Background: an optimization exercise with open tools, aiming at small area and a short achievable clock period. Do not read the settings as production practice.
In this exercise RTL edits were held to simulation tests only and were not proved equivalent to the original.
Power is estimated from default activity; no workload was simulated.

## kmeans_cluster_store
module kmeans_cluster_store
#(
    parameter int K      = kmeans_pkg::K_DEF,
    parameter int DATA_W = kmeans_pkg::DATA_W_DEF,
    parameter int DEPTH  = kmeans_pkg::DEPTH_DEF,
    parameter int IDX_W  = $clog2(K),
    parameter int ADDR_W = $clog2(DEPTH),
    parameter int CNT_W  = ADDR_W + 1
    ,parameter int SUM_W = DATA_W + ADDR_W
) (
    input  logic              clk,
    input  logic              reset,
    input  logic              in_valid,
    output logic              in_ready,
    input  logic [DATA_W-1:0] in_data,
    input  logic [IDX_W-1:0]  in_idx,
    input  logic              clr,
    input  logic              rd_en,
    input  logic [IDX_W-1:0]  rd_sel,
    input  logic [ADDR_W-1:0] rd_addr,
    output logic              rd_valid,
    output logic [DATA_W-1:0] rd_data,
    output logic [CNT_W-1:0]  cnt,
    output logic [K-1:0]      full,
    output logic              err
    ,output logic [SUM_W-1:0] sum
);
    localparam int NW   = K * DEPTH;         
    localparam int LO_W = 3;                 
    localparam int HI_W = ADDR_W - LO_W;
    localparam int N1 = DEPTH / 8;
    localparam int N2 = N1 / 2;
    localparam int N3 = N2 / 2;
    logic [DATA_W-1:0] mem [NW];
    logic [CNT_W-1:0]  count [K];
    logic [SUM_W-1:0]  acc [K];
    logic [K-1:0]      xfer_k;
    logic              xfer_oob;
    logic [K-1:0]      rsel;        
    logic [ADDR_W-1:0] in_slot;     
    logic [K-1:0]      full_q;      
    logic [K-1:0]      isel_r;      
    logic [K-1:0]      blk_n;
    logic [K-1:0]      wq_en;
    logic [(1<<LO_W)-1:0] wq_lo;    
    logic [(1<<HI_W)-1:0] wq_hi;    
    logic [DATA_W-1:0] wq_data;
    always_comb begin
        in_slot  = '0;
        for (int k = 0; k < K; k++) begin
            if (int'(in_idx) == k) in_slot = count[k][ADDR_W-1:0];
            xfer_k[k] = in_valid && !clr && (int'(in_idx) == k) && !count[k][ADDR_W];
            rsel[k]   = (int'(rd_sel) == k);
        end
        xfer_oob = in_valid && !clr && (int'(in_idx) >= K);
    end
    assign full = full_q;
    kmeans_sel_dec #(.K(K), .SEL_W(IDX_W)) u_isel_r (.sel(in_idx), .y(isel_r));
    for (genvar k = 0; k < K; k++) begin : g_blk
        kmeans_nand2 u (.a({isel_r[k], full_q[k]}), .y(blk_n[k]));
    end
    kmeans_ready u_ready (.blk_n(blk_n), .clr(clr), .y(in_ready));
    for (genvar k = 0; k < K; k++) begin : g_cnt
  ...
==> flow/config.mk <==
export PLATFORM = sky130hd
export DESIGN_NAME = kmeans_cluster_store
export DESIGN_NICKNAME = kmeans_cluster_store
export VERILOG_FILES = /design/flow/design.v
export SDC_FILE = /design/flow/constraint.sdc
export NUM_CORES = 4
export LEC_CHECK = 0
export CAP_MARGIN = 20
export CORE_MARGIN = 2
export CORE_UTILIZATION = 65
export CTS_CLUSTER_DIAMETER = 100
export CTS_CLUSTER_SIZE = 24
export GPL_TIMING_DRIVEN = 0
export SETUP_SLACK_MARGIN = 1.2
export SLEW_MARGIN = 20
export SYNTH_HIERARCHICAL = 1
==> flow/constraint.sdc <==
create_clock -name core_clock -period 3.5 [get_ports {clk}]
set_input_delay 0.7000 -clock core_clock [delete_from_list [all_inputs] [get_ports {clk}]]
set_output_delay 0.7000 -clock core_clock [all_outputs]
set_load 0.01 [all_outputs]
standard.sh (not shown) runs the stock make flow with config.mk's settings and CLKGATE_MAP_FILE= SYNTH_SCRIPT=/design/flow/synth_recipe.tcl, a recipe that flattens the netlist after the stock synthesis.
==> flow/flow/run.sh <==
#!/bin/bash
# The standard layout (standard.sh), with two changes: the buffers that
# buffer_ports puts on every input and output port are buf_4 cells instead
# of the tool's default pick (a delay buffer), and the buffers that synthesis
# (ABC) inserted are removed at floorplan so that the placement-aware repair
# rebuilds the buffering. The make output goes to flow_standard.log; ORFS
# keeps each step's log under orfs/logs/.
set -uo pipefail
bash standard.sh "BUFFER_PORTS_ARGS=-buffer_cell sky130_fd_sc_hd__buf_4" REMOVE_ABC_BUFFERS=1 finish > flow_standard.log 2>&1
The baseline passed the timing, DRC and antenna checks.
Then changed:
- SETUP_SLACK_MARGIN: 1.2 -> 1.5
=> The new run went through all stages and came out clean; cell count goes up by 1.3%; fmax goes up by 0.72%; core utilization goes up by 1.7 points.


## main
kmeans_cluster_store again, from the RTL that the note above started with.
clock: 3.5 ns
lec_check: 0
cap_margin: 20
core_margin: 2
core_utilization: 60
cts_cluster_diameter: 100
cts_cluster_size: 24
gpl_timing_driven: 0
setup_slack_margin: 1.2
slew_margin: 20
synth_hierarchical: 1
Scripts as last shown in full above: flow/flow/run.sh
### main -> the feature branch
-- flow/config.mk --
<<< main, line 9
export CORE_MARGIN = 2
export CORE_UTILIZATION = 60
export CTS_CLUSTER_DIAMETER = 100
>>> the feature branch, line 9
export CORE_MARGIN = 2
export CORE_UTILIZATION = 75
export CTS_CLUSTER_DIAMETER = 100
<<< main, line 13
export GPL_TIMING_DRIVEN = 0
export SETUP_SLACK_MARGIN = 1.2
export SLEW_MARGIN = 20
>>> the feature branch, line 13
export GPL_TIMING_DRIVEN = 0
export SETUP_SLACK_MARGIN = 1.5
export SLEW_MARGIN = 20
## What came out
Compared with main, the feature branch ends up with more cell area. The feature branch vs main: clock power share down. Between main and the feature branch, the area fraction of clock buffers and clock inverters figures differ only marginally. Going from main to the feature branch, the die area was shrunk. Summary of the feature branch over main: initial cell density of the core shows an increase of 15 points, required time of the worst setup path was more or less identical. Fraction of the cycle the final worst path needs ends up higher on the feature branch. Looking at clock-buffer cell count, the feature branch sits below main. Compared with main, the feature branch shows final wirelength that has gone up by a few percent. Looking at layout filler cell count across the feature branch and main, the one that comes out higher is main.

-- static timing again, ports no longer ideal --
The results above use ideal ports. As a check the final layouts listed here were re-extracted and re-timed, cells and wires unchanged.
Step 1: set_driving_cell puts a clkbuf_16 on clk and a buf_2 on each other input, an assumption about the parent block.
Step 2 also shifts input and output timing later by t, the mid clock arrival at the registers, as if the neighbouring blocks saw the same clock.
Slacks: ideal / step 1 / step 2; pairs: ideal / step 1.
run | shift t [ns] | slack for setup (ns) | worst setup path after step 2 | clock arrival spread, ns | worst data-port slew with drivers (ns)
the first run of note 1 | 0.934 | 1.046 / 1.072 / 0.143 | input to register | 0.037 / 0.036 | 0.10
the second run of note 1 | 0.932 | 1.064 / 1.046 / 0.114 | input to register | 0.036 / 0.036 | 0.17
main | 0.936 | 1.000 / 1.042 / 0.108 | input to register | 0.030 / 0.031 | 0.11
the feature branch | 0.924 | 0.949 / 0.859 / -0.065 | input to register | 0.050 / 0.049 | 0.21
With both steps, setup timing fails in the feature branch, where it was met with ideal ports. The setup slack of the feature branch, which loses most, moves by -0.090 ns with the drivers and by -1.014 ns with both steps.
